This is an optimization exercise on Yosys and OpenROAD, whose aim is small area, a short achievable clock period and few clock cycles per item, not a production implementation. Function was checked by simulation only, so behaviour that the tests miss may differ from the original. Power figures rest on the tool's default switching activity, not on a simulated workload.

==> constraint.sdc <==
create_clock -name core_clock -period 4.5 [get_ports {i_clk}]
set_input_delay 0.9000 -clock core_clock [delete_from_list [all_inputs] [get_ports {i_clk}]]
set_output_delay 0.9000 -clock core_clock [all_outputs]
set_load 0.01 [all_outputs]
==> design.v <==
`timescale 1ns / 1ps
package fkect_pkg;
    localparam int KEY_W  = 31;
    localparam int SLOT_W = 4;
    localparam int CAP    = 16;
endpackage
`timescale 1ns / 1ps
module fkect_ram (
    input  logic                            i_clk,
    input  logic                            i_rst_n,
    input  logic [fkect_pkg::KEY_W-1:0]     i_key_e,
    input  logic [fkect_pkg::CAP-1:0]       i_lt_e,     
    input  logic                            i_go,       
    input  logic                            i_down,     
    input  logic                            i_zero_e,   
    input  logic [fkect_pkg::SLOT_W-1:0]    i_slot,     
    input  logic [fkect_pkg::KEY_W-1:0]     i_key_c,
    output logic [fkect_pkg::CAP-1:0]       o_lt_c,     
    output logic [fkect_pkg::SLOT_W-1:0]    o_hit_slot_c,  
    output logic                            o_hit_c,    
    output logic [fkect_pkg::KEY_W-1:0]     o_lo_up,    
    output logic [fkect_pkg::KEY_W-1:0]     o_hi_dn,    
    output logic                            o_lo_k,     
    output logic                            o_lo_n,     
    output logic                            o_hi_k,     
    output logic                            o_hi_p,     
    output logic                            o_full,
    output logic                            o_zero,     
    output logic [fkect_pkg::KEY_W-1:0]     o_lo,
    output logic [fkect_pkg::KEY_W-1:0]     o_hi,
    output logic [fkect_pkg::SLOT_W-1:0]    o_lo_slot,
    output logic [fkect_pkg::SLOT_W-1:0]    o_hi_slot
);
    localparam int N = fkect_pkg::CAP;
    localparam int W = fkect_pkg::KEY_W;
    localparam int S = fkect_pkg::SLOT_W;
    logic [W-1:0] r_nkey [N];    
    logic [W-1:0] r_key  [N];
    logic [S-1:0] r_slot [N];
    logic [N-1:0] r_v;
    logic         r_zero;
    logic [W-1:0] n_key  [N];    
    logic         zero_next;
    for (genvar i = 0; i < N; i++) begin : g_inv
        assign r_key[i] = ~r_nkey[i];
    end
    assign o_full    = r_v[N-1];
    assign o_zero    = r_zero;
    assign o_lo      = r_lo;
    assign o_hi      = r_key[N-1];
    assign o_lo_slot = r_zero ? r_slot[1] : r_slot[0];
    assign o_hi_slot = r_slot[N-1];
    logic [S-1:0] c_slot;
    always_comb begin
        c_slot = '0;
        for (int i = 0; i < N; i++) begin
            c_slot = c_slot | (c_eq[i] ? r_slot[i] : '0);
        end
    end
    assign o_hit_slot_c = (i_go && k_eq) ? i_slot : c_slot;
    assign zero_next = r_zero || (i_go && i_zero_e);
    always_ff @(posedge i_clk) begin
        if (!i_rst_n) begin
            r_zero <= 1'b0;
            r_v    <= '0;
        end else if (i_go) begin
            r_zero <= zero_next;
            r_v    <= {r_v[N-2:0], 1'b1};
        end
    end
    logic [N-1:0] sel_k, sel_n, sel_p;
    assign o_lo_up = r_lon;
    assign o_hi_dn = r_key[N-2];
    assign o_lo_k  = r_zero ? sel_k[1] : (sel_k[0] && !i_zero_e);
    assign o_lo_n  = r_zero ? sel_n[1] : (sel_n[0] && !i_zero_e);
    assign o_hi_k  = sel_k[N-1];
    assign o_hi_p  = sel_p[N-1];
    logic [W-1:0] r_lo, r_lon;
    logic         lon_k, lon_p, lon_n;
    assign lon_k = r_zero ? sel_k[2] : (sel_k[1] && !i_zero_e);
    assign lon_p = r_zero ? sel_p[2] : (sel_p[1] && !i_zero_e);
    assign lon_n = r_zero ? sel_n[2] : sel_n[1];
    always_ff @(posedge i_clk) begin
        if (o_lo_k) begin
            r_lo <= i_key_e;
        end else if (o_lo_n) begin
            r_lo <= r_lon;
        end
        if (lon_k) begin
            r_lon <= i_key_e;
        end else if (lon_p) begin
            r_lon <= r_lo;
        end else if (lon_n) begin
            r_lon <= r_zero ? r_key[3] : r_key[2];
        end
    end
    logic [N-1:0] c_lt, c_eq;
    logic         k_lt, k_eq;
    for (genvar i = 0; i < N; i++) begin : g_cmp
        logic lt, eq;
        fkect_cmp #(.W(W)) u_cmp (.i_a(r_key[i]), .i_b(i_key_c), .o_lt(lt), .o_eq(eq));
        assign c_lt[i] = r_v[i] && lt;
        assign c_eq[i] = r_v[i] && eq;
    end
    fkect_cmp #(.W(W)) u_cmp_k (.i_a(i_key_e), .i_b(i_key_c), .o_lt(k_lt), .o_eq(k_eq));
    logic [N+1:0] lt_x;    
    assign lt_x = {1'b0, i_lt_e, 1'b1};
    logic [N-1:0] victim;
    for (genvar i = 0; i < N; i++) begin : g_vic
        if (i == 0) begin : g_v0
            assign victim[i] = i_go && o_full && i_down && !r_zero;
        end else if (i == 1) begin : g_v1
            assign victim[i] = i_go && o_full && i_down && r_zero;
        end else if (i == N - 1) begin : g_v15
            assign victim[i] = i_go && o_full && !i_down;
        end else begin : g_vn
            assign victim[i] = 1'b0;
        end
    end
    assign o_hit_c = (i_go && k_eq) || |(c_eq & ~victim);
    for (genvar i = 0; i < N; i++) begin : g_ent
        logic [W-1:0] prev_key, next_key;
        logic [S-1:0] prev_slot, next_slot;
        logic         prev_lt, next_lt;
        logic         take_k, take_prev, take_next;
        logic         s_k, s_p, s_n, s_h;
        if (i == 0) begin : g_lo
            assign prev_key  = '0;
            assign prev_slot = '0;
            assign prev_lt   = 1'b0;
        end else begin : g_mid
            assign prev_key  = r_key[i-1];
            assign prev_slot = r_slot[i-1];
            assign prev_lt   = c_lt[i-1];
        end
        if (i == N - 1) begin : g_hi
            assign next_key  = '0;
            assign next_slot = '0;
            assign next_lt   = 1'b0;
        end else begin : g_mid2
            assign next_key  = r_key[i+1];
            assign next_slot = r_slot[i+1];
            assign next_lt   = c_lt[i+1];
        end
        always_comb begin
            take_k    = 1'b0;
            take_prev = 1'b0;
            take_next = 1'b0;
            if (!i_down) begin
                take_k    = !lt_x[i+1] && lt_x[i];
                take_prev = !lt_x[i];
            end else if (!(i == 0 && r_zero)) begin
                take_next = lt_x[i+2];
                take_k    = lt_x[i+1] && !lt_x[i+2];
            end
        end
        assign s_k = i_go && take_k;
        assign s_p = i_go && take_prev;
        assign s_n = i_go && take_next;
        assign s_h = !(s_k || s_p || s_n);
        assign sel_k[i] = s_k;
        assign sel_n[i] = s_n;
        assign sel_p[i] = s_p;
        assign n_key[i] = ({W{s_k}} & i_key_e)  | ({W{s_p}} & prev_key) |
                          ({W{s_n}} & next_key) | ({W{s_h}} & r_key[i]);
        always_ff @(posedge i_clk) begin
            r_nkey[i] <= ~n_key[i];
            r_slot[i] <= ({S{s_k}} & i_slot)    | ({S{s_p}} & prev_slot) |
                         ({S{s_n}} & next_slot) | ({S{s_h}} & r_slot[i]);
        end
        assign o_lt_c[i] = (s_k && k_lt) || (s_p && prev_lt) || (s_n && next_lt) || (s_h && c_lt[i]);
    end
endmodule
module fkect_cmp #(
    parameter int W = 31
) (
    input  logic [W-1:0] i_a,
    input  logic [W-1:0] i_b,
    output logic         o_lt,
    output logic         o_eq
);
    if (W == 1) begin : g_bit
        assign o_lt = !i_a[0] && i_b[0];
        assign o_eq = !(i_a[0] ^ i_b[0]);
    end else begin : g_split
        localparam int WL = W / 2;
        localparam int WH = W - WL;
        logic lt_h, eq_h, lt_l, eq_l;
        fkect_cmp #(.W(WH)) u_h (.i_a(i_a[W-1:WL]), .i_b(i_b[W-1:WL]), .o_lt(lt_h), .o_eq(eq_h));
        fkect_cmp #(.W(WL)) u_l (.i_a(i_a[WL-1:0]), .i_b(i_b[WL-1:0]), .o_lt(lt_l), .o_eq(eq_l));
        assign o_lt = lt_h || (eq_h && lt_l);
        assign o_eq = eq_h && eq_l;
    end
endmodule
`timescale 1ns / 1ps
module fkect_ctrl (
    input  logic i_clk,
    input  logic i_rst_n,
    input  logic i_req_valid,
    output logic o_req_ready,
    input  logic i_rsp_ready,
    output logic o_rsp_valid,
    output logic o_load_c,     
    output logic o_move,       
    output logic o_exec,       
    output logic o_head_load,  
    output logic o_head_from_tail,
    output logic o_tail_load
);
    logic r_rdy;
    logic r_vc, r_ve, r_vh, r_vt;
    logic n_vc, n_ve, n_vh, n_vt;
    logic pop, head_free;
    assign o_req_ready = r_rdy;
    assign o_rsp_valid = r_vh;
    assign o_load_c    = r_rdy;
    assign o_exec      = r_ve && !(r_vh && r_vt);
    assign o_move      = r_vc && (!r_ve || o_exec);
    assign pop         = r_vh && i_rsp_ready;
    assign head_free   = !r_vh || pop;
    assign o_head_load      = head_free && (r_vt || o_exec);
    assign o_head_from_tail = r_vt;
    assign o_tail_load      = o_exec && !(head_free && !r_vt);
    always_comb begin
        n_vc = (r_rdy && i_req_valid) || (r_vc && !o_move);
        n_ve = o_move || (r_ve && !o_exec);
        if (head_free) begin
            n_vh = r_vt || o_exec;
            n_vt = r_vt && o_exec;
        end else begin
            n_vh = 1'b1;
            n_vt = r_vt || o_exec;
        end
    end
    always_ff @(posedge i_clk) begin
        if (!i_rst_n) begin
            r_rdy <= 1'b1;
            r_vc  <= 1'b0;
            r_ve  <= 1'b0;
            r_vh  <= 1'b0;
            r_vt  <= 1'b0;
        end else begin
            r_rdy <= !n_vc || !n_ve || !(n_vh && n_vt);
            r_vc  <= n_vc;
            r_ve  <= n_ve;
            r_vh  <= n_vh;
            r_vt  <= n_vt;
        end
    end
endmodule
`timescale 1ns / 1ps
module fkect_dp (
    input  logic                          i_clk,
    input  logic                          i_rst_n,
    input  logic                          i_load_c,
    input  logic                          i_move,
    input  logic                          i_exec,
    input  logic                          i_head_load,
    input  logic                          i_head_from_tail,
    input  logic                          i_tail_load,
    input  logic [fkect_pkg::KEY_W-1:0]   i_line_number,
    output logic                          o_hit,
    output logic [fkect_pkg::SLOT_W-1:0]  o_slot,
    output logic                          o_evicted,
    output logic [fkect_pkg::KEY_W-1:0]   o_evicted_line
);
    localparam int N = fkect_pkg::CAP;
    localparam int W = fkect_pkg::KEY_W;
    localparam int S = fkect_pkg::SLOT_W;
    localparam int RW = 1 + S + 1 + W;
    logic [W-1:0] r_key_c;
    logic [W-1:0] r_key_e;
    logic [N-1:0] r_lt_e;
    logic [S-1:0] r_hit_slot_e;
    logic         r_ev_e;       
    logic [S-1:0] r_count;
    logic [N-1:0] lt_c;
    logic [S-1:0] hit_slot_c;
    logic [W-1:0] lo_up, hi_dn, lo_key, hi_key;
    logic         lo_k, lo_n, hi_k, hi_p;
    logic [S-1:0] lo_slot, hi_slot, hit_slot, new_slot;
    logic         full, zero, hit, go;
    logic         ev_c, hit_c;
    logic         r_hit_e;
    fkect_ram u_tags (
        .i_clk     (i_clk),
        .i_rst_n   (i_rst_n),
        .i_key_e   (r_key_e),
        .i_lt_e    (r_lt_e),
        .i_go      (go),
        .i_down    (full && r_ev_e),
        .i_zero_e  (r_key_e == '0),
        .i_slot    (new_slot),
        .i_key_c   (r_key_c),
        .o_lt_c    (lt_c),
        .o_hit_slot_c (hit_slot_c),
        .o_hit_c   (hit_c),
        .o_lo_up   (lo_up),
        .o_hi_dn   (hi_dn),
        .o_lo_k    (lo_k),
        .o_lo_n    (lo_n),
        .o_hi_k    (hi_k),
        .o_hi_p    (hi_p),
        .o_full    (full),
        .o_zero    (zero),
        .o_lo      (lo_key),
        .o_hi      (hi_key),
        .o_lo_slot (lo_slot),
        .o_hi_slot (hi_slot)
    );
    assign hit      = r_hit_e;
    assign go       = i_exec && !hit;
    assign new_slot = !full ? r_count : (r_ev_e ? lo_slot : hi_slot);
    logic [6:0] ev_pair, ev_sel;
    fkect_ev u_ev0 (.i_k(r_key_c), .i_lo(lo_key), .i_hi(hi_key),  .o_ev(ev_pair[0]));
    fkect_ev u_ev1 (.i_k(r_key_c), .i_lo(lo_key), .i_hi(hi_dn),   .o_ev(ev_pair[1]));
    fkect_ev u_ev2 (.i_k(r_key_c), .i_lo(lo_key), .i_hi(r_key_e), .o_ev(ev_pair[2]));
    fkect_ev u_ev3 (.i_k(r_key_c), .i_lo(lo_up),  .i_hi(hi_key),  .o_ev(ev_pair[3]));
    fkect_ev u_ev4 (.i_k(r_key_c), .i_lo(lo_up),  .i_hi(r_key_e), .o_ev(ev_pair[4]));
    fkect_ev u_ev5 (.i_k(r_key_c), .i_lo(r_key_e), .i_hi(hi_dn),  .o_ev(ev_pair[5]));
    fkect_ev u_ev6 (.i_k(r_key_c), .i_lo(r_key_e), .i_hi(hi_key), .o_ev(ev_pair[6]));
    logic lo_h, hi_h;
    assign lo_h      = !lo_k && !lo_n;
    assign hi_h      = !hi_k && !hi_p;
    assign ev_sel[0] = lo_h && hi_h;
    assign ev_sel[1] = lo_h && hi_p;
    assign ev_sel[2] = lo_h && hi_k;
    assign ev_sel[3] = lo_n && !hi_k;
    assign ev_sel[4] = lo_n && hi_k;
    assign ev_sel[5] = lo_k && hi_p;
    assign ev_sel[6] = lo_k && !hi_p;
    assign ev_c      = |(ev_sel & ev_pair);
    always_ff @(posedge i_clk) begin
        if (i_load_c) begin
            r_key_c <= i_line_number;
        end
        if (i_move) begin
            r_key_e <= r_key_c;
            r_lt_e  <= lt_c;
            r_hit_slot_e <= hit_slot_c;
            r_hit_e <= hit_c;
            r_ev_e  <= ev_c;
        end
    end
    always_ff @(posedge i_clk) begin
        if (!i_rst_n) begin
            r_count <= '0;
        end else if (go && !full) begin
            r_count <= r_count + S'(1);
        end
    end
    logic [RW-1:0] rsp_new, r_head, r_tail;
    assign rsp_new = {hit,
                      hit ? r_hit_slot_e : new_slot,
                      !hit && full,
                      (!hit && full) ? (r_ev_e ? lo_key : hi_key) : W'(0)};
    always_ff @(posedge i_clk) begin
        if (i_head_load) begin
            r_head <= i_head_from_tail ? r_tail : rsp_new;
        end
        if (i_tail_load) begin
            r_tail <= rsp_new;
        end
    end
    assign {o_hit, o_slot, o_evicted, o_evicted_line} = r_head;
endmodule
module fkect_ev (
    input  logic [fkect_pkg::KEY_W-1:0] i_k,
    input  logic [fkect_pkg::KEY_W-1:0] i_lo,
    input  logic [fkect_pkg::KEY_W-1:0] i_hi,
    output logic                        o_ev
);
    logic [31:0] a, b, c, s, cy, ns, cc;
    logic        lt;
    assign a  = {i_k, 1'b0};
    assign b  = ~{1'b0, i_lo};
    assign c  = ~{1'b0, i_hi};
    assign s  = a ^ b ^ c;
    assign cy = (a & b) | (a & c) | (b & c);
    assign ns = ~s;
    assign cc = {cy[30:0], 1'b1};
    fkect_cmp #(.W(32)) u_cmp (.i_a(cc), .i_b(ns), .o_lt(lt), .o_eq());
    assign o_ev = !lt;
endmodule
`timescale 1ns / 1ps
module farthest_key_eviction_cache_tags_top (
    input  logic        i_clk,
    input  logic        i_rst_n,
    input  logic        i_req_valid,
    output logic        o_req_ready,
    input  logic [30:0] i_req_line_number,
    output logic        o_rsp_valid,
    input  logic        i_rsp_ready,
    output logic        o_rsp_hit,
    output logic [3:0]  o_rsp_slot,
    output logic        o_rsp_evicted,
    output logic [30:0] o_rsp_evicted_line
);
    logic load_c, move, exec, head_load, head_from_tail, tail_load;
    fkect_ctrl u_ctrl (
        .i_clk            (i_clk),
        .i_rst_n          (i_rst_n),
        .i_req_valid      (i_req_valid),
        .o_req_ready      (o_req_ready),
        .i_rsp_ready      (i_rsp_ready),
        .o_rsp_valid      (o_rsp_valid),
        .o_load_c         (load_c),
        .o_move           (move),
        .o_exec           (exec),
        .o_head_load      (head_load),
        .o_head_from_tail (head_from_tail),
        .o_tail_load      (tail_load)
    );
    fkect_dp u_dp (
        .i_clk            (i_clk),
        .i_rst_n          (i_rst_n),
        .i_load_c         (load_c),
        .i_move           (move),
        .i_exec           (exec),
        .i_head_load      (head_load),
        .i_head_from_tail (head_from_tail),
        .i_tail_load      (tail_load),
        .i_line_number    (i_req_line_number),
        .o_hit            (o_rsp_hit),
        .o_slot           (o_rsp_slot),
        .o_evicted        (o_rsp_evicted),
        .o_evicted_line   (o_rsp_evicted_line)
    );
endmodule
==> config.mk <==
export PLATFORM = sky130hd
export DESIGN_NAME = farthest_key_eviction_cache_tags_top
export DESIGN_NICKNAME = farthest_key_eviction_cache_tags_top
export VERILOG_FILES = /design/flow/design.v
export SDC_FILE = /design/flow/constraint.sdc
export NUM_CORES = 4
export LEC_CHECK = 0
export CAP_MARGIN = 20
export CORE_MARGIN = 2
export CORE_UTILIZATION = 55
export CTS_BUF_LIST = sky130_fd_sc_hd__clkbuf_8
export CTS_CLUSTER_SIZE = 30
export SETUP_SLACK_MARGIN = 1.0
export SLEW_MARGIN = 20
==> run.sh <==
#!/bin/bash
# synth_recipe.tcl (not shown) runs the flow's synth.tcl, then flattens the netlist and writes it again
# the make line also repeats each setting of config.mk as NAME=value (left out here)
make -C /OpenROAD-flow-scripts/flow DESIGN_CONFIG=/design/flow/config.mk WORK_HOME=/design/flow/orfs CLKGATE_MAP_FILE= SYNTH_SCRIPT=/design/flow/synth_recipe.tcl finish
==> run summary, run 1 <==
# TYPE chip_impl_metric gauge
chip_impl_info{name="run_status",value="timing/DRC/antenna clean"} 1
chip_impl_metric{name="post_drt_wl_per_cell",unit="um"} 28.8
chip_impl_metric{name="cell_rows",unit=""} 117
chip_impl_metric{name="fin_skew",unit="ps"} 36.5
chip_impl_metric{name="cts_max_path_buffers",unit=""} 3
chip_impl_info{name="tritoncts_clock_tree",value="yes"} 1
chip_impl_metric{name="worst_setup_hold_path_clk_slew",unit="ps"} 60
chip_impl_metric{name="drt-vias-per-instance",unit=""} 6.70
chip_impl_metric{name="detailedPlace.worstSlack",unit="ps"} 681
chip_impl_info{name="ys_dominant_reg_cell",value="sky130_fd_sc_hd__dfxtp_1"} 1
chip_impl_metric{name="seq_area_frac_synth",unit="%"} 32.6
chip_impl_metric{name="antenna_violations_before_repair",unit=""} 6
chip_impl_metric{name="synth_area",unit="sq um"} 56300
chip_impl_metric{name="overall_die_width",unit="um"} 324
chip_impl_metric{name="cts_inserted_buffers",unit=""} 148
chip_impl_metric{name="final_hold_viol_count",unit=""} 0
chip_impl_metric{name="die_ar",unit="sq um"} 105000
chip_impl_info{name="endpoint_kind",value="register"} 1
chip_impl_metric{name="synth.top_cell.area_share",unit="%"} 20.8
chip_impl_metric{name="grt-ovfl-total",unit=""} 0
chip_impl_metric{name="reg2regPathDepth",unit=""} 12
chip_impl_metric{name="layout_net_count",unit=""} 7062
chip_impl_metric{name="synth.distinct_cells",unit=""} 80
chip_impl_metric{name="reg2reg_slack",unit="ps"} 1030
chip_impl_metric{name="worstPathMaxFanout",unit=""} 19
chip_impl_metric{name="leakage",unit="nW"} 26.8
chip_impl_metric{name="number_of_enable_flip_flop_cells_after_synthesis",unit=""} 220
chip_impl_metric{name="place.port_buffers",unit=""} 73
chip_impl_metric{name="antenna_left",unit=""} 0
chip_impl_metric{name="required",unit="ps"} 5100
chip_impl_info{name="worst-setup-path-type",value="register to register"} 1
chip_impl_metric{name="final.min_clock_period",unit="ps"} 3470
chip_impl_metric{name="crit_arrival",unit="ps"} 4060
chip_impl_info{name="worstHoldStart",value="u_dp.u_tags.r_slot[7][0]"} 1
chip_impl_metric{name="avg_cell_area_syn",unit="sq um"} 9.42
chip_impl_metric{name="hold_path_depth",unit=""} 2
chip_impl_metric{name="achievable_clock_frequency",unit="MHz"} 288
chip_impl_metric{name="max_slew_margin",unit="%"} 27.4
chip_impl_metric{name="drc",unit=""} 0
chip_impl_metric{name="synth_seq_cells",unit=""} 806
chip_impl_metric{name="postLayoutCoreUtil",unit="%"} 61.5
chip_impl_metric{name="final_min_period_over_clock_period",unit="%"} 77.0
chip_impl_metric{name="largest_net_degree_at_the_start_of_global_routing",unit=""} 74
chip_impl_metric{name="start_util",unit="%"} 55.4
chip_impl_metric{name="num-fill-cells",unit=""} 8830
chip_impl_metric{name="post_synth_net_total",unit=""} 6959
chip_impl_metric{name="gpl.final_weighted_congestion",unit=""} 0.987
chip_impl_metric{name="yosysWarningCount",unit=""} 11
chip_impl_metric{name="vdd_ir_drop_max",unit="V"} 0.000276
chip_impl_info{name="rsz0062_at_grt",value="yes"} 1
chip_impl_metric{name="cts.htree.levels",unit=""} 4
chip_impl_metric{name="asyncSetResetFlopFracSynth",unit="%"} 0
chip_impl_metric{name="timing.max_cap.violations",unit=""} 0
chip_impl_metric{name="hpwl_after_detailed_placement",unit="um"} 165000
chip_impl_info{name="root_buffer",value="sky130_fd_sc_hd__clkbuf_8"} 1
chip_impl_metric{name="area_growth_from_synthesis_to_layout",unit="%"} 11.0
chip_impl_metric{name="track_usage",unit="%"} 40.9
chip_impl_metric{name="netlist_instances",unit=""} 5976
chip_impl_metric{name="cts_sinks",unit=""} 806
chip_impl_metric{name="detail_route.first_pass.iterations",unit=""} 7
chip_impl_info{name="hold_path_end",value="u_dp.u_tags.r_slot[7][0]"} 1
chip_impl_metric{name="grt_pass1_vias",unit=""} 47982
chip_impl_metric{name="floorplan.io_pins",unit=""} 74
chip_impl_metric{name="drtIter0Drc",unit=""} 6420
chip_impl_metric{name="p_per_area",unit="nW/um^2"} 420
chip_impl_metric{name="drive_above_1_share",unit="%"} 13.2
chip_impl_metric{name="final_critical_path_setup_slack",unit="ps"} 1030
chip_impl_metric{name="timing.final.max_slew_violations",unit=""} 0
chip_impl_info{name="yosys.area.top_type",value="sky130_fd_sc_hd__dfxtp_1"} 1
chip_impl_metric{name="wirelength",unit="um"} 218000
chip_impl_metric{name="finalSetupViolCount",unit=""} 0
chip_impl_info{name="cp-start-kind",value="register"} 1
chip_impl_metric{name="grt_first_pass_wirelength",unit="um"} 318000
chip_impl_metric{name="worstSkewPairLatency",unit="ps"} 870
chip_impl_info{name="r2r-start",value="u_dp.r_key_c[13]"} 1
chip_impl_metric{name="worst_slew_pin_slew",unit="ps"} 1090
chip_impl_info{name="hold_class",value="register to register"} 1
chip_impl_metric{name="die_h",unit="um"} 324
chip_impl_metric{name="cts_hold_repair.buffers",unit=""} 0
chip_impl_metric{name="dr_total_vias",unit=""} 50724
chip_impl_info{name="synth.area.top_cells",value="sky130_fd_sc_hd__dfxtp_1 (21%), sky130_fd_sc_hd__ha_1 (16%), sky130_fd_sc_hd__edfxtp_1 (12%)"} 1
chip_impl_metric{name="core_area",unit="sq um"} 102000
chip_impl_metric{name="fin_setup_tns",unit="ps"} 0
chip_impl_info{name="reg2reg_to",value="u_dp.r_ev_e"} 1
[what timing repair did]
item                       4_1_cts  5_1_grt
buffers inserted                21       13
pin swaps                        0        1
setup endpoints to repair       55       41
resized for setup               13       22
[state kept, by name (all words and copies together) (netlist names), 31 cells and up]
register / count
u_dp.r_key_c: 31
u_dp.u_tags.r_lon: 31
u_dp.r_tail: 37
u_dp.u_tags.r_nkey: 496
u_dp.u_tags.r_lo: 31
u_dp.u_tags.r_slot: 64
u_dp.r_head: 37
u_dp.r_key_e: 31
[how the worst max path moves through the flow]
stage / slack (ps) / to / cells after the start / startpoint
after global routing: 910 / u_dp.r_ev_e / 12 / u_dp.r_key_e[26]
after detailed placement: 680 / u_dp.r_ev_e / 10 / u_dp.r_key_c[11]
final: 1030 / u_dp.r_ev_e / 12 / u_dp.r_key_c[13]
after CTS: 940 / u_dp.r_ev_e / 11 / u_dp.r_key_c[17]
after global placement: 730 / u_dp.r_ev_e / 10 / u_dp.r_key_c[11]
after floorplan: 1000 / u_dp.r_ev_e / 11 / u_dp.r_key_c[20]
[report_power, final]
| group | total (W) | internal [W] | switching, W |
|---|---|---|---|
| Sequential | 0.0114 | 0.00884 | 0.00253 |
| Clock | 0.00732 | 0.00393 | 0.00339 |
| Combinational | 0.00756 | 0.00360 | 0.00395 |
| Total | 0.0262 | 0.0164 | 0.00987 |
[final cells by class]
cell class / instances / area (sq um) / area share (%)
timing repair buffer: 318 / 2710 / 4.33
clock buffer: 178 / 2450 / 3.92
tap: 1368 / 1710 / 2.74
sequential: 806 / 18300 / 29.4
inverter: 451 / 1690 / 2.71
clock inverter: 87 / 552 / 0.883
antenna: 5 / 12.5 / 0.0200
multi-input combinational: 4354 / 35000 / 56.0
[per-layer routing]
metal  GRT usage, %  wire (um)
met3           8.92      23600
met5              0         27
met4           17.9      10200
met1           58.2      93400
met2           59.5      90300
[placed cells by master, fill, tap and decap left out, types with 37 or more instances in the layout]
cell                              netlist  routed
sky130_fd_sc_hd__o221a_2              280     280
sky130_fd_sc_hd__mux2i_1               66      66
sky130_fd_sc_hd__inv_1                449     502
sky130_fd_sc_hd__clkbuf_8               0     178
sky130_fd_sc_hd__ha_1                 738     737
sky130_fd_sc_hd__nand3_1               79      78
sky130_fd_sc_hd__nand4_1              118     118
sky130_fd_sc_hd__a22oi_1               39      39
sky130_fd_sc_hd__nor2_1               640     633
sky130_fd_sc_hd__o221a_1              152     152
sky130_fd_sc_hd__clkdlybuf4s50_1        0      73
sky130_fd_sc_hd__dfxtp_1              586     583
sky130_fd_sc_hd__o31ai_1               38      37
sky130_fd_sc_hd__a222oi_1              66      66
sky130_fd_sc_hd__nor3_1                47      43
sky130_fd_sc_hd__a211oi_1              42      42
sky130_fd_sc_hd__fa_1                 210     210
sky130_fd_sc_hd__edfxtp_1             220     220
sky130_fd_sc_hd__a21oi_1              677     667
sky130_fd_sc_hd__o21ai_0              151     148
sky130_fd_sc_hd__nand2_1              325     320
sky130_fd_sc_hd__a21o_1               208     208
sky130_fd_sc_hd__buf_4                  2     230
sky130_fd_sc_hd__o22ai_1               74      74
[Yosys cell counts (15+ instances only)]
master / number
sky130_fd_sc_hd__o211ai_1: 30
sky130_fd_sc_hd__a21o_1: 208
sky130_fd_sc_hd__nand4_1: 118
sky130_fd_sc_hd__o21a_1: 17
sky130_fd_sc_hd__inv_1: 449
sky130_fd_sc_hd__nor2_1: 640
sky130_fd_sc_hd__a211oi_1: 42
sky130_fd_sc_hd__a21oi_1: 677
sky130_fd_sc_hd__o21ai_0: 151
sky130_fd_sc_hd__nand3_1: 79
sky130_fd_sc_hd__or3_1: 33
sky130_fd_sc_hd__clkbuf_1: 241
sky130_fd_sc_hd__o22ai_1: 74
sky130_fd_sc_hd__a22oi_1: 39
sky130_fd_sc_hd__ha_1: 738
sky130_fd_sc_hd__dfxtp_1: 586
sky130_fd_sc_hd__o221a_1: 152
sky130_fd_sc_hd__buf_2: 67
sky130_fd_sc_hd__nor4_1: 29
sky130_fd_sc_hd__a21boi_0: 19
sky130_fd_sc_hd__and2_1: 16
sky130_fd_sc_hd__nand2b_1: 16
sky130_fd_sc_hd__a31oi_1: 15
sky130_fd_sc_hd__fa_1: 210
sky130_fd_sc_hd__and3_1: 19
sky130_fd_sc_hd__mux2i_1: 66
sky130_fd_sc_hd__edfxtp_1: 220
sky130_fd_sc_hd__nand2_1: 325
sky130_fd_sc_hd__a221oi_1: 16
sky130_fd_sc_hd__nor3_1: 47
sky130_fd_sc_hd__o221a_2: 280
sky130_fd_sc_hd__o31ai_1: 38
sky130_fd_sc_hd__nor2b_1: 38
sky130_fd_sc_hd__buf_1: 44
sky130_fd_sc_hd__a222oi_1: 66
[cells by family after synthesis]
group | Yosys count | synth area share (%)
compound gates | 1917 | 25.1
xor+xnor | 3 | 0.0467
fa+ha+maj | 949 | 23.9
buf+inv | 816 | 5.75
flops | 806 | 32.6
mux | 78 | 1.41
simple gates | 1407 | 11.3
[stage by stage]
| step | cells | area, sq um | hold slack, ps | total power, W |
|---|---|---|---|---|
| after floorplan | 5976 | 56300 | 428 | 0.0156 |
| after global placement | 7263 | 59000 | 474 | 0.0185 |
| after detailed placement | 7263 | 59000 | 489 | 0.0187 |
| after CTS | 7549 | 62300 | 498 | 0.0259 |
| after global routing | 7564 | 62500 | 535 | 0.0276 |
| final | 7567 | 62500 | 499 | 0.0262 |
[critical path, stage by stage (launching register included)]
cell and delay (ps):
sky130_fd_sc_hd__edfxtp_1 500, sky130_fd_sc_hd__buf_12 220, sky130_fd_sc_hd__inv_1 240, sky130_fd_sc_hd__fa_1 480, sky130_fd_sc_hd__ha_1 310, sky130_fd_sc_hd__nand4_1 160
sky130_fd_sc_hd__nor2_1 180, sky130_fd_sc_hd__a21oi_1 90, sky130_fd_sc_hd__o211ai_1 90, sky130_fd_sc_hd__a31oi_1 130, sky130_fd_sc_hd__o31ai_2 410, sky130_fd_sc_hd__a41o_1 330
sky130_fd_sc_hd__nand3_1 90
Testbench counts, summed over its fixed seeds: cycles 16,024, items 16,000.
==> run 2: changes to the inputs <==
--- a/design.v
+++ b/design.v
@@ -200,51 +200,21 @@
     output logic o_req_ready,
     input  logic i_rsp_ready,
     output logic o_rsp_valid,
-    output logic o_load_c,     
     output logic o_move,       
-    output logic o_exec,       
-    output logic o_head_load,  
-    output logic o_head_from_tail,
-    output logic o_tail_load
+    output logic o_exec        
 );
-    logic r_rdy;
-    logic r_vc, r_ve, r_vh, r_vt;
-    logic n_vc, n_ve, n_vh, n_vt;
-    logic pop, head_free;
-    assign o_req_ready = r_rdy;
+    logic r_ve, r_vh;
+    assign o_exec      = r_ve && (!r_vh || i_rsp_ready);
+    assign o_req_ready = !r_ve || o_exec;
+    assign o_move      = i_req_valid && o_req_ready;
     assign o_rsp_valid = r_vh;
-    assign o_load_c    = r_rdy;
-    assign o_exec      = r_ve && !(r_vh && r_vt);
-    assign o_move      = r_vc && (!r_ve || o_exec);
-    assign pop         = r_vh && i_rsp_ready;
-    assign head_free   = !r_vh || pop;
-    assign o_head_load      = head_free && (r_vt || o_exec);
-    assign o_head_from_tail = r_vt;
-    assign o_tail_load      = o_exec && !(head_free && !r_vt);
-    always_comb begin
-        n_vc = (r_rdy && i_req_valid) || (r_vc && !o_move);
-        n_ve = o_move || (r_ve && !o_exec);
-        if (head_free) begin
-            n_vh = r_vt || o_exec;
-            n_vt = r_vt && o_exec;
-        end else begin
-            n_vh = 1'b1;
-            n_vt = r_vt || o_exec;
-        end
-    end
     always_ff @(posedge i_clk) begin
         if (!i_rst_n) begin
-            r_rdy <= 1'b1;
-            r_vc  <= 1'b0;
-            r_ve  <= 1'b0;
-            r_vh  <= 1'b0;
-            r_vt  <= 1'b0;
+            r_ve <= 1'b0;
+            r_vh <= 1'b0;
         end else begin
-            r_rdy <= !n_vc || !n_ve || !(n_vh && n_vt);
-            r_vc  <= n_vc;
-            r_ve  <= n_ve;
-            r_vh  <= n_vh;
-            r_vt  <= n_vt;
+            r_ve <= o_move || (r_ve && !o_exec);
+            r_vh <= o_exec || (r_vh && !i_rsp_ready);
         end
     end
 endmodule
@@ -252,12 +222,8 @@
 module fkect_dp (
     input  logic                          i_clk,
     input  logic                          i_rst_n,
-    input  logic                          i_load_c,
     input  logic                          i_move,
     input  logic                          i_exec,
-    input  logic                          i_head_load,
-    input  logic                          i_head_from_tail,
-    input  logic                          i_tail_load,
     input  logic [fkect_pkg::KEY_W-1:0]   i_line_number,
     output logic                          o_hit,
     output logic [fkect_pkg::SLOT_W-1:0]  o_slot,
@@ -268,7 +234,8 @@
     localparam int W = fkect_pkg::KEY_W;
     localparam int S = fkect_pkg::SLOT_W;
     localparam int RW = 1 + S + 1 + W;
-    logic [W-1:0] r_key_c;
+    assign key_c = i_line_number;
+    logic [W-1:0] key_c;
     logic [W-1:0] r_key_e;
     logic [N-1:0] r_lt_e;
     logic [S-1:0] r_hit_slot_e;
@@ -291,7 +258,7 @@
         .i_down    (full && r_ev_e),
         .i_zero_e  (r_key_e == '0),
         .i_slot    (new_slot),
-        .i_key_c   (r_key_c),
+        .i_key_c   (key_c),
         .o_lt_c    (lt_c),
         .o_hit_slot_c (hit_slot_c),
         .o_hit_c   (hit_c),
@@ -312,13 +279,13 @@
     assign go       = i_exec && !hit;
     assign new_slot = !full ? r_count : (r_ev_e ? lo_slot : hi_slot);
     logic [6:0] ev_pair, ev_sel;
-    fkect_ev u_ev0 (.i_k(r_key_c), .i_lo(lo_key), .i_hi(hi_key),  .o_ev(ev_pair[0]));
-    fkect_ev u_ev1 (.i_k(r_key_c), .i_lo(lo_key), .i_hi(hi_dn),   .o_ev(ev_pair[1]));
-    fkect_ev u_ev2 (.i_k(r_key_c), .i_lo(lo_key), .i_hi(r_key_e), .o_ev(ev_pair[2]));
-    fkect_ev u_ev3 (.i_k(r_key_c), .i_lo(lo_up),  .i_hi(hi_key),  .o_ev(ev_pair[3]));
-    fkect_ev u_ev4 (.i_k(r_key_c), .i_lo(lo_up),  .i_hi(r_key_e), .o_ev(ev_pair[4]));
-    fkect_ev u_ev5 (.i_k(r_key_c), .i_lo(r_key_e), .i_hi(hi_dn),  .o_ev(ev_pair[5]));
-    fkect_ev u_ev6 (.i_k(r_key_c), .i_lo(r_key_e), .i_hi(hi_key), .o_ev(ev_pair[6]));
+    fkect_ev u_ev0 (.i_k(key_c), .i_lo(lo_key), .i_hi(hi_key),  .o_ev(ev_pair[0]));
+    fkect_ev u_ev1 (.i_k(key_c), .i_lo(lo_key), .i_hi(hi_dn),   .o_ev(ev_pair[1]));
+    fkect_ev u_ev2 (.i_k(key_c), .i_lo(lo_key), .i_hi(r_key_e), .o_ev(ev_pair[2]));
+    fkect_ev u_ev3 (.i_k(key_c), .i_lo(lo_up),  .i_hi(hi_key),  .o_ev(ev_pair[3]));
+    fkect_ev u_ev4 (.i_k(key_c), .i_lo(lo_up),  .i_hi(r_key_e), .o_ev(ev_pair[4]));
+    fkect_ev u_ev5 (.i_k(key_c), .i_lo(r_key_e), .i_hi(hi_dn),  .o_ev(ev_pair[5]));
+    fkect_ev u_ev6 (.i_k(key_c), .i_lo(r_key_e), .i_hi(hi_key), .o_ev(ev_pair[6]));
     logic lo_h, hi_h;
     assign lo_h      = !lo_k && !lo_n;
     assign hi_h      = !hi_k && !hi_p;
@@ -331,11 +298,8 @@
     assign ev_sel[6] = lo_k && !hi_p;
     assign ev_c      = |(ev_sel & ev_pair);
     always_ff @(posedge i_clk) begin
-        if (i_load_c) begin
-            r_key_c <= i_line_number;
-        end
         if (i_move) begin
-            r_key_e <= r_key_c;
+            r_key_e <= key_c;
             r_lt_e  <= lt_c;
             r_hit_slot_e <= hit_slot_c;
             r_hit_e <= hit_c;
@@ -349,17 +313,14 @@
             r_count <= r_count + S'(1);
         end
     end
-    logic [RW-1:0] rsp_new, r_head, r_tail;
+    logic [RW-1:0] rsp_new, r_head;
     assign rsp_new = {hit,
                       hit ? r_hit_slot_e : new_slot,
                       !hit && full,
                       (!hit && full) ? (r_ev_e ? lo_key : hi_key) : W'(0)};
     always_ff @(posedge i_clk) begin
-        if (i_head_load) begin
-            r_head <= i_head_from_tail ? r_tail : rsp_new;
-        end
-        if (i_tail_load) begin
-            r_tail <= rsp_new;
+        if (i_exec) begin
+            r_head <= rsp_new;
         end
     end
     assign {o_hit, o_slot, o_evicted, o_evicted_line} = r_head;
@@ -396,7 +357,7 @@
     output logic        o_rsp_evicted,
     output logic [30:0] o_rsp_evicted_line
 );
-    logic load_c, move, exec, head_load, head_from_tail, tail_load;
+    logic move, exec;
     fkect_ctrl u_ctrl (
         .i_clk            (i_clk),
         .i_rst_n          (i_rst_n),
@@ -404,22 +365,14 @@
         .o_req_ready      (o_req_ready),
         .i_rsp_ready      (i_rsp_ready),
         .o_rsp_valid      (o_rsp_valid),
-        .o_load_c         (load_c),
         .o_move           (move),
-        .o_exec           (exec),
-        .o_head_load      (head_load),
-        .o_head_from_tail (head_from_tail),
-        .o_tail_load      (tail_load)
+        .o_exec           (exec)
     );
     fkect_dp u_dp (
         .i_clk            (i_clk),
         .i_rst_n          (i_rst_n),
-        .i_load_c         (load_c),
         .i_move           (move),
         .i_exec           (exec),
-        .i_head_load      (head_load),
-        .i_head_from_tail (head_from_tail),
-        .i_tail_load      (tail_load),
         .i_line_number    (i_req_line_number),
         .o_hit            (o_rsp_hit),
         .o_slot           (o_rsp_slot),
==> run 2 against run 1 <==
Worst hold slack worse by 26 ps. Via count about the same. Non-clock buffer count up 45. Sequential share of layout area down 1.8 points. Fmax down 0.53%. Routed wire length up 4.8%. Core utilization up 0.56 points. Largest power group unchanged. Highest routed layer unchanged.
==> run summary, run 2 <==
# TYPE chip_impl_metric gauge
chip_impl_metric{name="worstSkewPairLatency",unit="ps"} 840
chip_impl_metric{name="dr_total_vias",unit=""} 50695
chip_impl_metric{name="grt_pass1_vias",unit=""} 48034
chip_impl_metric{name="vdd_ir_drop_max",unit="V"} 0.000381
chip_impl_info{name="root_buffer",value="sky130_fd_sc_hd__clkbuf_8"} 1
chip_impl_metric{name="max_slew_margin",unit="%"} 30.0
chip_impl_metric{name="post_drt_wl_per_cell",unit="um"} 30.9
chip_impl_metric{name="timing.max_cap.violations",unit=""} 0
chip_impl_metric{name="critPathBufInv",unit=""} 2
chip_impl_metric{name="final_min_period_over_clock_period",unit="%"} 77.5
chip_impl_metric{name="fin_skew",unit="ps"} 39.8
chip_impl_metric{name="cell_rows",unit=""} 113
chip_impl_metric{name="cts_inserted_buffers",unit=""} 139
chip_impl_metric{name="multiInputGateArea",unit="sq um"} 33500
chip_impl_metric{name="largest_net_degree_at_the_start_of_global_routing",unit=""} 63
chip_impl_info{name="cp-start-kind",value="primary input"} 1
chip_impl_info{name="reg_top3",value="u_dp.u_tags.r_nkey (496), u_dp.u_tags.r_slot (64), u_dp.r_head (37)"} 1
chip_impl_metric{name="achievable_clock_frequency",unit="MHz"} 287
chip_impl_metric{name="synth.top_cell.area_share",unit="%"} 22.2
chip_impl_info{name="largest_register",value="u_dp.u_tags.r_nkey"} 1
chip_impl_metric{name="detail_route.first_pass.iterations",unit=""} 9
chip_impl_info{name="ys_dominant_reg_cell",value="sky130_fd_sc_hd__dfxtp_1"} 1
chip_impl_info{name="run_status",value="timing/DRC/antenna clean"} 1
chip_impl_metric{name="crit_arrival",unit="ps"} 4060
chip_impl_metric{name="wirelength",unit="um"} 228000
chip_impl_metric{name="finish.instance_area",unit="sq um"} 59000
chip_impl_metric{name="p_per_area",unit="nW/um^2"} 459
chip_impl_metric{name="largest_register_ff_count",unit=""} 496
chip_impl_metric{name="final-instance-count-excl-fill",unit=""} 7386
chip_impl_metric{name="area_growth_from_synthesis_to_layout",unit="%"} 12.0
chip_impl_metric{name="cts.htree.levels",unit=""} 4
chip_impl_metric{name="cts_max_path_buffers",unit=""} 3
chip_impl_info{name="yosys.area.top_type",value="sky130_fd_sc_hd__dfxtp_1"} 1
chip_impl_metric{name="drc",unit=""} 0
chip_impl_metric{name="post-layout-total-power",unit="W"} 0.0271
chip_impl_metric{name="layout_net_count",unit=""} 6999
chip_impl_metric{name="fin_setup_tns",unit="ps"} 0
chip_impl_metric{name="worstPathMaxFanout",unit=""} 5
chip_impl_info{name="worst-setup-path-type",value="primary input to register"} 1
chip_impl_metric{name="asyncSetResetFlopFracSynth",unit="%"} 0
chip_impl_info{name="synth.top_cells.by_count",value="sky130_fd_sc_hd__ha_1 (738), sky130_fd_sc_hd__nor2_1 (668), sky130_fd_sc_hd__dfxtp_1 (583)"} 1
chip_impl_metric{name="start_util",unit="%"} 55.4
chip_impl_info{name="commonest_non_fill_non_tap_cell_in_the_layout",value="sky130_fd_sc_hd__ha_1"} 1
chip_impl_metric{name="floorplan.io_pins",unit=""} 74
chip_impl_metric{name="track_usage",unit="%"} 45.6
chip_impl_metric{name="antenna_violations_before_repair",unit=""} 9
chip_impl_metric{name="grt-ovfl-total",unit=""} 0
chip_impl_metric{name="cts_sinks",unit=""} 735
chip_impl_metric{name="drt-vias-per-instance",unit=""} 6.86
chip_impl_metric{name="final_hold_viol_count",unit=""} 0
chip_impl_metric{name="netlist_instances",unit=""} 5870
chip_impl_metric{name="synth_seq_cells",unit=""} 735
chip_impl_info{name="worstHoldStart",value="i_req_line_number[14]"} 1
chip_impl_info{name="r2r-start",value="u_dp.r_key_e[14]"} 1
chip_impl_metric{name="placed_cells",unit=""} 7120
chip_impl_metric{name="gpl.final_weighted_congestion",unit=""} 1.02
chip_impl_metric{name="timing.final.max_slew_violations",unit=""} 0
chip_impl_metric{name="worst_path_largest_cell_delay",unit="ps"} 650
chip_impl_info{name="critical-path-slowest-cell",value="sky130_fd_sc_hd__clkdlybuf4s50_1"} 1
chip_impl_info{name="endpoint_kind",value="register"} 1
chip_impl_info{name="path_cells",value="clkdlybuf4s50_1 > inv_1 > fa_1 > ha_1 > a311oi_1 > o31ai_1 > o221ai_2 > a211oi_2 > o21ai_0 > o2111ai_1 > nand4_1"} 1
chip_impl_metric{name="place.port_buffers",unit=""} 73
chip_impl_info{name="worst_path_dominant_cell_family",value="compound AO/OA/AOI/OAI gates"} 1
chip_impl_info{name="hold_class",value="primary input to register"} 1
chip_impl_metric{name="number_of_enable_flip_flop_cells_after_synthesis",unit=""} 152
chip_impl_metric{name="placed_cell_area",unit="sq um"} 55800
chip_impl_metric{name="post_synth_net_total",unit=""} 6853
chip_impl_metric{name="synth.distinct_cells",unit=""} 81
chip_impl_metric{name="grt_first_pass_wirelength",unit="um"} 330000
chip_impl_metric{name="worst_setup_hold_path_clk_slew",unit="ps"} 70
chip_impl_metric{name="seqCellArea",unit="sq um"} 16200
chip_impl_metric{name="synth_area",unit="sq um"} 52700
chip_impl_metric{name="hpwl_after_detailed_placement",unit="um"} 166000
chip_impl_metric{name="drtIter0Drc",unit=""} 7067
chip_impl_info{name="rsz0062_at_grt",value="yes"} 1
chip_impl_metric{name="die_ar",unit="sq um"} 98300
chip_impl_metric{name="antenna_left",unit=""} 0
chip_impl_metric{name="overall_die_width",unit="um"} 313
chip_impl_metric{name="seq_area_frac_synth",unit="%"} 30.8
chip_impl_metric{name="leakage",unit="nW"} 25.5
chip_impl_info{name="tritoncts_clock_tree",value="yes"} 1
chip_impl_metric{name="yosysWarningCount",unit=""} 11
chip_impl_metric{name="final.min_clock_period",unit="ps"} 3490
chip_impl_info{name="startpoint",value="i_req_line_number[0]"} 1
chip_impl_metric{name="avg_cell_area_syn",unit="sq um"} 8.97
chip_impl_metric{name="required",unit="ps"} 5080
chip_impl_metric{name="drive_above_1_share",unit="%"} 10.4
chip_impl_metric{name="num-fill-cells",unit=""} 8260
chip_impl_info{name="yosys.cell_count.top_type",value="sky130_fd_sc_hd__ha_1"} 1
chip_impl_info{name="synth.area.top_cells",value="sky130_fd_sc_hd__dfxtp_1 (22%), sky130_fd_sc_hd__ha_1 (18%), sky130_fd_sc_hd__edfxtp_1 (8.7%)"} 1
chip_impl_metric{name="finalSetupViolCount",unit=""} 0
chip_impl_metric{name="die_h",unit="um"} 313
chip_impl_info{name="layout.cells.most_common_list",value="sky130_fd_sc_hd__ha_1 (738), sky130_fd_sc_hd__nor2_1 (662), sky130_fd_sc_hd__dfxtp_1 (582)"} 1
chip_impl_metric{name="worst_slew_pin_slew",unit="ps"} 1050
chip_impl_metric{name="core_area",unit="sq um"} 95000
-- run 2: metrics by stage --
stage          util [%]  hold WS [ps]  worst slack [ps]
2_1_floorplan         -           447              1030
3_3_place_gp       58.8           477              66.9
3_5_place_dp       58.8           482              10.9
4_1_cts            61.7           422               914
5_1_grt            62.1           472               943
6_report           62.1           474              1010
-- run 2: cell type report --
class	count	share of cell area, %
diodes	6	0.0255
clock buffers	169	3.94
clock inverters	71	0.726
inverters	447	2.86
multi-input cells	4330	56.9
flip-flops and latches	735	27.5
well taps	1265	2.68
repair buffers	363	5.33
-- run 2: logic make-up after synthesis --
family | count (synthesis) | share of synthesized area [%]
simple gates | 1421 | 12.4
flops | 735 | 30.8
fa+ha+maj | 948 | 25.5
xor+xnor | 3 | 0.0499
buf+inv | 805 | 6.00
compound gates | 1938 | 24.8
mux | 20 | 0.411
-- run 2: worst reg2reg max path: stages (launching register included) --
cell                       delay, ps
sky130_fd_sc_hd__edfxtp_1        510
sky130_fd_sc_hd__nor4_1          570
sky130_fd_sc_hd__nand4_1         260
sky130_fd_sc_hd__buf_4           250
sky130_fd_sc_hd__nor2_2          340
sky130_fd_sc_hd__o31ai_4         120
sky130_fd_sc_hd__buf_12          160
sky130_fd_sc_hd__buf_4           160
sky130_fd_sc_hd__or4_1           630
sky130_fd_sc_hd__o32ai_1         170
sky130_fd_sc_hd__a21oi_1          70
sky130_fd_sc_hd__nand4_1         100
-- run 2: power breakdown --
group / leakage [nW] / internal [W] / switching (W)
logic: 17.5 / 0.00398 / 0.00517
clock network: 1.58 / 0.00362 / 0.00319
registers: 6.34 / 0.00829 / 0.00281
-- run 2: metal layers --
layer / GRT usage [%] / wire (um)
met5: 0.967 / 58
met4: 28.7 / 16700
met1: 58.4 / 88700
met3: 12.8 / 26400
met2: 67.8 / 96000
-- run 2: final timing paths --
check / cells past startpoint / endpoint / slack (ps)
worst max-delay path: 11 / u_dp.r_ev_e / 1010
worst min-delay path: 1 / u_dp.r_key_e[14] / 470
worst max register to register: 11 / u_dp.r_ev_e / 1030
worst min register to register: 2 / u_dp.u_tags.r_slot[8][0] / 500
-- run 2: repair_timing --
item                       CTS  global route
gates resized for setup      4            42
hold buffers                 0             0
pin swaps                    2             5
setup endpoints to repair   80           266
buffers inserted             4            15
gates cloned                 0             1
Testbench counts of run 2, summed over its fixed seeds: cycles 16,016, items 16,000.
==> run 3: changes to the inputs <==
--- a/config.mk
+++ b/config.mk
@@ -8,7 +8,5 @@
 export CAP_MARGIN = 20
 export CORE_MARGIN = 2
 export CORE_UTILIZATION = 55
-export CTS_BUF_LIST = sky130_fd_sc_hd__clkbuf_8
-export CTS_CLUSTER_SIZE = 30
-export SETUP_SLACK_MARGIN = 1.0
+export SETUP_SLACK_MARGIN = 0.4
 export SLEW_MARGIN = 20
==> run 3 against run 2 <==
Still clean on timing, DRC and antenna. Clock-buffer cell count is 36 lower. Worst hold slack better by 28 ps. Synthesized cell count stayed put. Sequential cell count stayed put. Via count is 0.56% lower. Global-route usage is 0.73 points lower. Clock skew is 13 ps lower. Synthesized area stayed put. Combinational power is 1% lower. Non-clock buffer count is 24 lower. Final cell count is 1.4% lower. Routed wire length is 1.1% lower. Largest cell class unchanged.
==> run summary, run 3 <==
# TYPE chip_impl_metric gauge
chip_impl_metric{name="p_per_area",unit="nW/um^2"} 471
chip_impl_metric{name="gpl.final_weighted_congestion",unit=""} 1.02
chip_impl_metric{name="largest_register_ff_count",unit=""} 496
chip_impl_metric{name="synth.top_cell.area_share",unit="%"} 22.2
chip_impl_metric{name="avg_cell_area_syn",unit="sq um"} 8.97
chip_impl_metric{name="post_synth_net_total",unit=""} 6853
chip_impl_metric{name="place.port_buffers",unit=""} 73
chip_impl_metric{name="achievable_clock_frequency",unit="MHz"} 241
chip_impl_info{name="endpoint_kind",value="register"} 1
chip_impl_metric{name="multiInputGateArea",unit="sq um"} 33400
chip_impl_info{name="reg_top3",value="u_dp.u_tags.r_nkey (496), u_dp.u_tags.r_slot (64), u_dp.r_head (37)"} 1
chip_impl_metric{name="worstPathMaxFanout",unit=""} 8
chip_impl_metric{name="worst_slew_pin_slew",unit="ps"} 1170
chip_impl_metric{name="max_slew_margin",unit="%"} 20.8
chip_impl_metric{name="final_hold_viol_count",unit=""} 0
chip_impl_info{name="hold_path_end",value="u_dp.u_tags.r_slot[10][2]"} 1
chip_impl_metric{name="worst_hold_margin",unit="ps"} 502
chip_impl_info{name="tritoncts_clock_tree",value="yes"} 1
chip_impl_metric{name="netlist_instances",unit=""} 5870
chip_impl_metric{name="seqCellArea",unit="sq um"} 16200
chip_impl_info{name="yosys.area.top_type",value="sky130_fd_sc_hd__dfxtp_1"} 1
chip_impl_metric{name="grt-ovfl-total",unit=""} 0
chip_impl_metric{name="wirelength",unit="um"} 225000
chip_impl_metric{name="drive_above_1_share",unit="%"} 8.76
chip_impl_metric{name="fin_skew",unit="ps"} 27.3
chip_impl_info{name="worst-setup-path-type",value="register to register"} 1
chip_impl_metric{name="start_util",unit="%"} 55.4
chip_impl_metric{name="cts_sinks",unit=""} 735
chip_impl_metric{name="number_of_setup_buffers_added_after_cts",unit=""} 0
chip_impl_info{name="root_buffer",value="sky130_fd_sc_hd__clkbuf_16"} 1
chip_impl_metric{name="yosysWarningCount",unit=""} 11
chip_impl_info{name="synth.area.top_cells",value="sky130_fd_sc_hd__dfxtp_1 (22%), sky130_fd_sc_hd__ha_1 (18%), sky130_fd_sc_hd__edfxtp_1 (8.7%)"} 1
chip_impl_metric{name="worst_setup_hold_path_clk_slew",unit="ps"} 60
chip_impl_info{name="synth.top_cells.by_count",value="sky130_fd_sc_hd__ha_1 (738), sky130_fd_sc_hd__nor2_1 (668), sky130_fd_sc_hd__dfxtp_1 (583)"} 1
chip_impl_info{name="layout.cells.most_common_list",value="sky130_fd_sc_hd__ha_1 (738), sky130_fd_sc_hd__nor2_1 (662), sky130_fd_sc_hd__dfxtp_1 (582)"} 1
chip_impl_metric{name="antenna_left",unit=""} 0
chip_impl_metric{name="track_usage",unit="%"} 44.8
chip_impl_metric{name="floorplan.io_pins",unit=""} 74
chip_impl_metric{name="drt-vias-per-instance",unit=""} 6.92
chip_impl_info{name="ys_dominant_reg_cell",value="sky130_fd_sc_hd__dfxtp_1"} 1
chip_impl_metric{name="final_min_period_over_clock_period",unit="%"} 92.2
chip_impl_metric{name="drtIter0Drc",unit=""} 6875
chip_impl_metric{name="post_cts_resized",unit=""} 0
chip_impl_metric{name="hpwl_after_detailed_placement",unit="um"} 165000
chip_impl_metric{name="reg2reg_slack",unit="ps"} 350
chip_impl_metric{name="vdd_ir_drop_max",unit="V"} 0.000376
chip_impl_metric{name="hold_path_depth",unit=""} 2
chip_impl_metric{name="number_of_enable_flip_flop_cells_after_synthesis",unit=""} 152
chip_impl_metric{name="cts_hold_repair.buffers",unit=""} 0
chip_impl_metric{name="die_h",unit="um"} 313
chip_impl_metric{name="core_area",unit="sq um"} 95000
chip_impl_metric{name="die_ar",unit="sq um"} 98300
chip_impl_metric{name="synth_area",unit="sq um"} 52700
chip_impl_metric{name="area_growth_from_synthesis_to_layout",unit="%"} 11.8
chip_impl_metric{name="final.min_clock_period",unit="ps"} 4150
chip_impl_info{name="largest_register",value="u_dp.u_tags.r_nkey"} 1
chip_impl_metric{name="grt_first_pass_wirelength",unit="um"} 325000
chip_impl_metric{name="required",unit="ps"} 5040
chip_impl_metric{name="synth_seq_cells",unit=""} 735
chip_impl_metric{name="finalSetupViolCount",unit=""} 0
chip_impl_metric{name="cts.htree.levels",unit=""} 3
chip_impl_metric{name="asyncSetResetFlopFracSynth",unit="%"} 0
chip_impl_metric{name="placed_cell_area",unit="sq um"} 55800
chip_impl_metric{name="dr_total_vias",unit=""} 50411
chip_impl_info{name="run_status",value="timing/DRC/antenna clean"} 1
chip_impl_info{name="r2r-start",value="u_dp.r_key_e[16]"} 1
chip_impl_info{name="worstHoldStart",value="u_dp.u_tags.r_slot[10][2]"} 1
chip_impl_metric{name="drc",unit=""} 0
chip_impl_metric{name="largest_net_degree_at_the_start_of_global_routing",unit=""} 63
chip_impl_metric{name="crit_arrival",unit="ps"} 4690
chip_impl_metric{name="post-layout-total-power",unit="W"} 0.0278
chip_impl_info{name="rsz0062_at_grt",value="no"} 1
chip_impl_metric{name="timing.max_cap.violations",unit=""} 0
chip_impl_metric{name="cts_max_path_buffers",unit=""} 3
chip_impl_metric{name="detail_route.first_pass.iterations",unit=""} 9
chip_impl_metric{name="num-fill-cells",unit=""} 8236
chip_impl_metric{name="timing.final.max_slew_violations",unit=""} 0
chip_impl_metric{name="finish.instance_area",unit="sq um"} 58900
chip_impl_metric{name="cell_rows",unit=""} 113
chip_impl_metric{name="antenna_violations_before_repair",unit=""} 9
chip_impl_info{name="yosys.cell_count.top_type",value="sky130_fd_sc_hd__ha_1"} 1
chip_impl_info{name="cp-start-kind",value="register"} 1
chip_impl_metric{name="synth.distinct_cells",unit=""} 81
chip_impl_metric{name="overall_die_width",unit="um"} 313
chip_impl_metric{name="worstSkewPairLatency",unit="ps"} 690
chip_impl_metric{name="seq_area_frac_synth",unit="%"} 30.8
chip_impl_info{name="hold_class",value="register to register"} 1
chip_impl_metric{name="reg2regPathDepth",unit=""} 8
chip_impl_metric{name="leakage",unit="nW"} 25.2
chip_impl_info{name="reg2reg_to",value="u_dp.r_ev_e"} 1
chip_impl_metric{name="cts_inserted_buffers",unit=""} 88
chip_impl_metric{name="post_drt_wl_per_cell",unit="um"} 30.9
chip_impl_metric{name="grt_pass1_vias",unit=""} 46924
chip_impl_metric{name="layout_net_count",unit=""} 6924
chip_impl_info{name="commonest_non_fill_non_tap_cell_in_the_layout",value="sky130_fd_sc_hd__ha_1"} 1
run 3: cell counts after synthesis:
Identical to the previous run, type by type.
run 3: cell type report:
cell class	count	share of cell area (%)
Antenna cell	4	0.0170
Sequential cell	735	27.6
Clock inverter	29	0.519
Timing Repair Buffer	339	4.89
Inverter	447	2.85
Tap cell	1265	2.69
Multi-Input combinational cell	4330	56.8
Clock buffer	133	4.68
run 3: power by group:
group          internal (W)  switching, W
clock               0.00452       0.00314
sequential          0.00829       0.00277
combinational       0.00393       0.00510
run 3: per-stage QoR:
step                cells  util, %  setup slack, ps  TNS, ps
global placement     7116     58.7            -45.4    -45.4
finish               7282     62.0              350        0
detailed placement   7116     58.7            -62.4    -62.4
floorplan            5870        -              885        0
global route         7278     62.0              409        0
CTS                  7278     61.9              510        0
run 3: worst max-delay path, cell delays in order (launching register included):
cell                        delay (ps)
sky130_fd_sc_hd__edfxtp_1          590
sky130_fd_sc_hd__nor3_1            680
sky130_fd_sc_hd__nand4_1           590
sky130_fd_sc_hd__nor2_2            520
sky130_fd_sc_hd__o2bb2ai_1         430
sky130_fd_sc_hd__or2_2             500
sky130_fd_sc_hd__a2111oi_0         380
sky130_fd_sc_hd__o21ai_0           180
sky130_fd_sc_hd__nand4_1           110
run 3: layer usage:
layer / vias to the layer above / GRT usage [%] / wire (um)
li1: 22090 / - / -
met4: 4 / 27.3 / 16700
met1: 24393 / 58.0 / 87300
met2: 3207 / 67.1 / 95300
met3: 717 / 11.9 / 26000
met5: - / 0 / 27
run 3: cell families (layout without fill, tap and decap cells):
family / count (synthesis) / in the layout / share of synthesized area, %
flip-flops: 735 / 735 / 30.8
XOR/XNOR: 3 / 3 / 0.0499
buffers and inverters: 805 / 948 / 6.00
other: 0 / 4 / 0
AO/OA/AOI/OAI: 1938 / 1938 / 24.8
multiplexers: 20 / 20 / 0.411
AND/OR/NAND/NOR: 1421 / 1421 / 12.4
adder cells (fa/ha/maj): 948 / 948 / 25.5
run 3: worst max path at each step:
stage	start	end	cells after the start
global route	u_dp.r_key_e[3]	u_dp.r_ev_e	12
floorplan	i_rsp_ready	u_dp.r_hit_e	5
detailed placement	i_req_line_number[5]	u_dp.r_ev_e	12
global placement	i_req_line_number[1]	u_dp.r_ev_e	12
CTS	u_dp.r_key_e[13]	u_dp.r_ev_e	8
finish	u_dp.r_key_e[16]	u_dp.r_ev_e	8
==> run 4: changes to the inputs <==
--- a/config.mk
+++ b/config.mk
@@ -8,5 +8,5 @@
 export CAP_MARGIN = 20
 export CORE_MARGIN = 2
 export CORE_UTILIZATION = 55
-export SETUP_SLACK_MARGIN = 0.4
+export SETUP_SLACK_MARGIN = 1.5
 export SLEW_MARGIN = 20
==> run 4 against run 3 <==
Die area unchanged. Power is 1.3% higher. Clock skew decreased by 4.1 ps. Via count is 0.47% higher. Worst setup slack improved by 1000 ps. Synthesized area unchanged. Non-clock buffer count rose by 87. Largest cell class unchanged.
==> run summary, run 4 <==
# TYPE chip_impl_metric gauge
chip_impl_info{name="run_status",value="timing/DRC/antenna clean"} 1
chip_impl_metric{name="synth.distinct_cells",unit=""} 81
chip_impl_metric{name="drt-vias-per-instance",unit=""} 6.87
chip_impl_metric{name="cts_inserted_buffers",unit=""} 88
chip_impl_info{name="rsz0062_at_grt",value="yes"} 1
chip_impl_metric{name="area_growth_from_synthesis_to_layout",unit="%"} 15.6
chip_impl_metric{name="number_of_enable_flip_flop_cells_after_synthesis",unit=""} 152
chip_impl_metric{name="seqCellArea",unit="sq um"} 16300
chip_impl_info{name="commonest_non_fill_non_tap_cell_in_the_layout",value="sky130_fd_sc_hd__ha_1"} 1
chip_impl_metric{name="floorplan.io_pins",unit=""} 74
chip_impl_metric{name="wirelength",unit="um"} 223000
chip_impl_metric{name="detailedPlace.worstSlack",unit="ps"} 18.5
chip_impl_metric{name="die_ar",unit="sq um"} 98300
chip_impl_metric{name="track_usage",unit="%"} 44.3
chip_impl_metric{name="largest_net_degree_at_the_start_of_global_routing",unit=""} 65
chip_impl_metric{name="vdd_ir_drop_max",unit="V"} 0.000324
chip_impl_metric{name="grt-ovfl-total",unit=""} 0
chip_impl_metric{name="layout_net_count",unit=""} 7012
chip_impl_metric{name="largest_register_ff_count",unit=""} 496
chip_impl_metric{name="drc",unit=""} 0
chip_impl_metric{name="netlist_instances",unit=""} 5870
chip_impl_metric{name="final-instance-count-excl-fill",unit=""} 7367
chip_impl_info{name="endpoint_kind",value="register"} 1
-- run 4: cell types whose count changed in the layout (fill, tap and decap cells not counted), sizes merged --
| cell | delta |
|---|---|
| clkinv | +9 |
| buf | +80 |
| clkbuf | +5 |
| clkinvlp | +5 |
| clkdlybuf4s15 | +1 |
| bufbuf | +6 |
| clkdlybuf4s50 | -16 |
| or3b | +1 |
| dlygate4sd2 | +1 |
| bufinv | +1 |
| diode | -3 |
| inv | -5 |
-- run 4: stage by stage --
stage | power [W] | utilization (%) | setup TNS [ps]
after floorplan | 0.0159 | - | 0
after CTS | 0.0275 | 62.9 | 0
after detailed placement | 0.0197 | 58.6 | 0
final | 0.0281 | 64.1 | 0
after global placement | 0.0194 | 58.6 | -27.6
after global routing | 0.0296 | 64.1 | 0
-- run 4: worst paths after layout --
kind / slack [ps] / start / cells after the start / endpoint
setup / recovery: 1390 / u_dp.r_key_e[7] / 11 / u_dp.r_ev_e
hold / removal: 490 / u_dp.u_tags.r_slot[7][3] / 2 / u_dp.u_tags.r_slot[7][3]
setup reg to reg: 1390 / u_dp.r_key_e[7] / 11 / u_dp.r_ev_e
hold reg to reg: 490 / u_dp.u_tags.r_slot[7][3] / 2 / u_dp.u_tags.r_slot[7][3]
-- run 4: power breakdown --
group | switching (W) | leakage (nW) | internal [W]
combinational | 0.00518 | 18.1 | 0.00413
sequential | 0.00282 | 6.34 | 0.00830
clock | 0.00321 | 1.52 | 0.00448
total | 0.0112 | 26.0 | 0.0169
-- run 4: repair_timing --
action | CTS | global route
gates resized for setup | 149 | 151
pin swaps | 28 | 40
endpoints found under the setup margin | 333 | 184
setup buffers | 41 | 65
cloned | 7 | 5
hold buffers | 0 | 0
-- run 4: kinds of logic (layout without fill, tap and decap cells) --
family | count (synthesis) | in the layout | synth area share (%)
adders and majority gates | 948 | 948 | 25.5
other | 0 | 1 | 0
AOI/OAI and AO/OA | 1938 | 1938 | 24.8
muxes | 20 | 20 | 0.411
buffers and inverters | 805 | 1035 | 6.00
and+or+nand+nor | 1421 | 1422 | 12.4
xor gates and xnor gates | 3 | 3 | 0.0499
DFF | 735 | 735 | 30.8
-- run 4: area by class of cell --
| class | instances | share of cell area (%) |
|---|---|---|
| flip-flops and latches | 735 | 26.7 |
| clock inverters | 39 | 0.676 |
| well taps | 1265 | 2.60 |
| repair buffers | 426 | 6.79 |
| multi-input cells | 4331 | 56.1 |
| diodes | 1 | 0.00411 |
| clock buffers | 123 | 4.36 |
| inverters | 447 | 2.79 |
-- run 4: per-layer routing --
metal	part of all wire [%]	GRT usage (%)	up-vias
met3	11	9.94	779
met1	39	57.9	24353
met2	43	66.4	3257
li1	-	-	22251
met4	7.8	28.3	6
met5	0.017	0	-
-- run 4: worst reg2reg max path: cells and delay by family (launching register included) --
family          cells  cell delay [ps]
fa+ha+maj           2              850
flops               1              440
compound gates      4              700
buf+inv             2              400
simple gates        3              450

[afterwards: timing with drivers on the ports]
How much do the figures lean on ideal ports? The routed layouts below were timed once more, with nothing changed but the port constraints. Step 1, drivers: a clkbuf_16 drives i_clk and a buf_2 each remaining input, both assumed. Step 2, shift: input delay + t, output delay - t, t = (earliest + latest rising clock arrival at the registers) / 2. This alone moves slack from input paths to output paths. Slacks: ideal ports / drivers / drivers and shift; pairs: ideal ports / drivers.
run	t (ns)	setup WS [ns]	worst hold slack (ns)	latest minus earliest clock arrival (ns)	cell pins on the clock port's net
run 1	0.916	1.033 / 1.033 / 1.033	0.499 / 0.499 / 0.499	0.044 / 0.043	1
run 2	0.899	1.015 / 1.026 / 0.170	0.474 / 0.417 / 0.501	0.039 / 0.040	1
run 3	0.753	0.350 / 0.350 / -0.119	0.502 / 0.502 / 0.502	0.028 / 0.028	1
run 4	0.778	1.394 / 1.394 / 0.697	0.493 / 0.490 / 0.493	0.025 / 0.025	1
Met with ideal ports but missed after step 2: setup timing in run 3. For run 2, which loses most, drivers alone change the setup slack by +0.011 ns; drivers and shift together by -0.845 ns.
